Background: an optimization exercise with open tools, aiming at small area and a short achievable clock period. Do not read the settings as production practice. The RTL was checked by simulation tests, not by an equivalence proof against the original design. Power is estimated from default activity; no workload was simulated.

// dual_mem_controller
module dual_mem_controller (
    input  logic        CLK,
    input  logic        nRST,
    input  logic        imem0_ren,
    input  logic [12:0] imem0_addr,
    input  logic        imem1_ren,
    input  logic [12:0] imem1_addr,
    input  logic        dmem0_rd_valid,
    input  logic [12:0] dmem0_rd_addr,
    input  logic        dmem1_rd_valid,
    input  logic [12:0] dmem1_rd_addr,
    input  logic        dmem0_wr_valid,
    input  logic [12:0] dmem0_wr_addr,
    input  logic [63:0] dmem0_wr_data,
    input  logic        dmem1_wr_valid,
    input  logic [12:0] dmem1_wr_addr,
    input  logic [63:0] dmem1_wr_data,
    input  logic        dcache0_flushed,
    input  logic        dcache1_flushed,
    input  logic [1:0]  ram_state,
    input  logic [31:0] ram_load,
    output logic        imem0_hit,
    output logic [63:0] imem0_load,
    output logic        imem1_hit,
    output logic [63:0] imem1_load,
    output logic        dmem0_rd_resp_valid,
    output logic [63:0] dmem0_rd_resp_data,
    output logic        dmem1_rd_resp_valid,
    output logic [63:0] dmem1_rd_resp_data,
    output logic        slow_down,
    output logic        flushed,
    output logic        ram_ren,
    output logic        ram_wen,
    output logic [13:0] ram_addr,
    output logic [31:0] ram_store
);
clock: 5.8 ns
lec_check: 0
cap_margin: 20
core_margin: 2
core_utilization: 60
cts_buf_list: sky130_fd_sc_hd__clkbuf_8
cts_cluster_diameter: 50
cts_cluster_size: 16
place_density: 0.72
setup_slack_margin: 2.6
slew_margin: 20
standard.sh (not shown) runs the stock make flow with config.mk's settings and CLKGATE_MAP_FILE= SYNTH_SCRIPT=/design/flow/synth_recipe.tcl, a recipe that flattens the netlist after the stock synthesis.
==> flow/flow/run.sh <==
#!/bin/bash
set -euo pipefail
export BUFFER_PORTS_ARGS="-buffer_cell sky130_fd_sc_hd__buf_1"
bash standard.sh finish > make_finish.log 2>&1
Change:
Settings changed: SETUP_SLACK_MARGIN 2.6 to 2.8.
The changed run ran to the end with no violations.
Via count falls by about 0.4%.
Die area does not change.
Cell count came out higher by about 0.33%.
Setup slack got worse by 0.012 ns.
Fmax goes down by about 0.4%.
Area after synthesis does not change.
Clock skew went up by 0.026 ns.
Design area is about the same.
Change:
Settings changed: CAP_MARGIN 20 to 5, SETUP_SLACK_MARGIN 2.8 to 2.7, SLEW_MARGIN 20 to 5.
Worst setup slack gains 0.049 ns.
Maximum frequency goes up by about 1.5%.
Hold slack stays flat.
Via count barely changes.
Combinational power is lower by about 1%.
Critical path depth stays the same.
Area after synthesis is unchanged.
Wire length rose by about 1.3%.
Change:
Settings changed: CAP_MARGIN 5 to 20, CTS_BUF_LIST sky130_fd_sc_hd__clkbuf_8 to sky130_fd_sc_hd__clkbuf_8 sky130_fd_sc_hd__clkbuf_16, SETUP_SLACK_MARGIN 2.7 to 2.5, SLEW_MARGIN 5 to 20.
The changed run went through all stages and came out clean. Critical path depth is unchanged. Worst hold slack gains 0.021 ns. Flip-flop and latch count does not change. Final cell count hardly moves. Power climbs by 5.9%. Global-route usage is about the same.


dual_mem_controller again, from the RTL that the note above started with.
Design dual_mem_controller, start of the top module:
module dual_mem_controller (
    input  logic        CLK,
    input  logic        nRST,
    input  logic        imem0_ren,
    input  logic [12:0] imem0_addr,
    input  logic        imem1_ren,
    input  logic [12:0] imem1_addr,
    input  logic        dmem0_rd_valid,
    input  logic [12:0] dmem0_rd_addr,
    input  logic        dmem1_rd_valid,
    input  logic [12:0] dmem1_rd_addr,
    input  logic        dmem0_wr_valid,
    input  logic [12:0] dmem0_wr_addr,
    input  logic [63:0] dmem0_wr_data,
    input  logic        dmem1_wr_valid,
    input  logic [12:0] dmem1_wr_addr,
    input  logic [63:0] dmem1_wr_data,
    input  logic        dcache0_flushed,
    input  logic        dcache1_flushed,
    input  logic [1:0]  ram_state,
    input  logic [31:0] ram_load,
    output logic        imem0_hit,
    output logic [63:0] imem0_load,
    output logic        imem1_hit,
    output logic [63:0] imem1_load,
    output logic        dmem0_rd_resp_valid,
    output logic [63:0] dmem0_rd_resp_data,
    output logic        dmem1_rd_resp_valid,
    output logic [63:0] dmem1_rd_resp_data,
    output logic        slow_down,
    output logic        flushed,
    output logic        ram_ren,
    output logic        ram_wen,
    output logic [13:0] ram_addr,
    output logic [31:0] ram_store
);
    logic        rd_head_valid;
    logic [12:0] rd_head_addr;
    logic        rd_head_port;
    logic        rd_deq;
    logic [12:0] wr_head_addr;
    logic        wr_empty;
    logic        wr_deq;
    logic        fwd_take;
    logic        fwd_take_n;
    logic [63:0] q_data;
    dmem_read_queue #(.BLOCK_ADDR_W(13), .DEPTH(4)) read_q_i (
        .CLK           (CLK),
        .nRST          (nRST),
        .req0_valid    (dmem0_rd_valid),
        .req0_addr     (dmem0_rd_addr),
        .req1_valid    (dmem1_rd_valid),
        .req1_addr     (dmem1_rd_addr),
        .rd_deq        (rd_deq),
        .rd_head_valid (rd_head_valid),
        .rd_head_addr  (rd_head_addr),
  ...
export LEC_CHECK = 0
export CAP_MARGIN = 20
export CORE_MARGIN = 2
export CORE_UTILIZATION = 70
export CTS_BUF_LIST = sky130_fd_sc_hd__clkbuf_8
export CTS_CLUSTER_DIAMETER = 50
export CTS_CLUSTER_SIZE = 16
export PLACE_DENSITY = 0.8
export SETUP_SLACK_MARGIN = 2.7
export SLEW_MARGIN = 20
create_clock -name core_clock -period 5.8 [get_ports {CLK}]
Scripts as last shown in full above: flow/flow/run.sh
Rerun with:
- CORE_UTILIZATION: 70 -> 60
- PLACE_DENSITY: 0.8 -> 0.72
Die area went up by about a fifth.
Clock-buffer cell count went up by 1.
First-iteration DRC count went down by about a fifth.
Rerun with:
- CTS_BUF_LIST: sky130_fd_sc_hd__clkbuf_8 -> sky130_fd_sc_hd__clkbuf_4 sky130_fd_sc_hd__clkbuf_8
- CTS_CLUSTER_DIAMETER: 50 -> not set
- CTS_CLUSTER_SIZE: 16 -> not set
- SETUP_SLACK_MARGIN: 2.7 -> 2.8
Sequential power hardly moves.
Via count climbs by about 1.4%.
Worst setup slack is worse by 0.012 ns.
Final area came out higher by 3.1%.
Global-route usage falls by 0.28 points.
Routed wire length is lower by 0.92%.
Synthesized cell count is unchanged.
Hold slack gets worse by 0.011 ns.
Total power came out higher by 9.2%.


Setup of run 1:
Another version of the RTL of dual_mem_controller (not shown whole).
Size in the first run: ~2200 cells after synthesis, ~560 I/O pins.
clock: 5.8 ns
lec_check: 0
cap_margin: 20
core_margin: 2
core_utilization: 60
cts_buf_list: sky130_fd_sc_hd__clkbuf_8
cts_cluster_diameter: 50
cts_cluster_size: 16
place_density: 0.72
setup_slack_margin: 2.8
slew_margin: 20
Scripts as last shown in full above: flow/flow/run.sh
Changes in run 2 relative to run 1:
- swapping 2.8 for 3.1 in SETUP_SLACK_MARGIN
==> notes.md <==
- On final critical-path setup slack, the lower figure sits with run 2, not run 1.
- Post-route minimum period: run 2 and run 1 compared, higher one is run 2
- Run 2 vs. run 1: post-route standard cell area excluding fillers now sits higher, logic gate share of total power has increased.
- Note that the met3 layer wire length in the routed design recorded for run 1 amounts to 0.895 times the value seen in run 2.
> inputs changed (run 2 -> run 3)
- SETUP_SLACK_MARGIN changed from 3.1 to 2.7
- CORE_UTILIZATION changed from 60 to 65
- PLACE_DENSITY changed from 0.72 to 0.75
Diff run 2 -> run 3: wire length grew by 1.0 mm; via count rose by 209; synthesized cell count saw little to no change.
#### Input delta (run 4 over run 3)
- swapping 2.7 for 2.9 in SETUP_SLACK_MARGIN
- swapping 65 for 60 in CORE_UTILIZATION
- swapping 0.75 for 0.72 in PLACE_DENSITY
[summary]
- Status: power share of the combinational group parity (run 3, run 4)
- Wire length of the first global-routing pass was lower in the run labelled run 4.
- Relative to run 3, the reported net switching power measured on run 4 has decreased slightly.
- Diff run 3 -> run 4: worst-case headroom to the max-slew limit now smaller; number of antenna violations at the first check in global routing now larger.
- Inverter count of the layout excluding clock inverters for run 4 is higher than for run 3.
- [run 4 vs run 3] number of placement rows: higher in run 4
- Run 4 vs. run 3: final critical-path share of the clock period lower; number of multi-input combinational cells in the layout roughly the same.
- As of run 4, routed wire length had fallen by a few percent compared to run 3.
- The met1 usage in global routing of run 4 falls short of that of run 3 by 7.4 points.

static timing again, ports no longer ideal:
No port has a modelled driver above. Below, the same layouts with a new extraction and two added sets of constraints. Step 1 assumes that a clkbuf_16 drives the clock port and a buf_2 every other input. Step 2 adds t to the input delays and takes it off the output delays; t is the mean of the earliest and latest rising clock arrival at the registers after step 1. Input paths then give back, and output paths get back, about the clock's delay inside the block. Slacks: ideal ports / drivers / drivers and shift; pairs: ideal ports / drivers.
run	shift t [ns]	setup WS [ns]	hold WS [ns]	worst register clock-pin slew, ns
the first run of note 1	0.765	2.602 / 2.535 / 2.186	0.419 / 0.419 / 0.419	0.10 / 0.10
the second run of note 1	0.757	2.589 / 2.564 / 2.141	0.411 / 0.411 / 0.411	0.10 / 0.10
the third run of note 1	0.758	2.638 / 2.597 / 2.133	0.409 / 0.409 / 0.409	0.11 / 0.11
the fourth run of note 1	0.680	2.605 / 2.554 / 1.987	0.429 / 0.429 / 0.429	0.07 / 0.07
the first run of note 2	0.745	2.548 / 2.510 / 2.100	0.461 / 0.461 / 0.461	0.10 / 0.10
the second run of note 2	0.748	2.637 / 2.605 / 2.215	0.410 / 0.410 / 0.410	0.10 / 0.10
the third run of note 2	0.758	2.626 / 2.584 / 2.185	0.399 / 0.399 / 0.399	0.07 / 0.07
run 1	0.744	2.638 / 2.610 / 2.252	0.459 / 0.459 / 0.459	0.10 / 0.10
run 2	0.752	2.538 / 2.507 / 2.430	0.451 / 0.451 / 0.451	0.11 / 0.11
run 3	0.730	2.341 / 2.258 / 2.060	0.432 / 0.432 / 0.432	0.11 / 0.11
run 4	0.742	2.619 / 2.590 / 2.296	0.480 / 0.480 / 0.480	0.11 / 0.11
After both steps setup and hold are still met in every run listed. The setup slack of the fourth run of note 1, which loses most, moves by -0.051 ns with the drivers and by -0.618 ns with both steps.
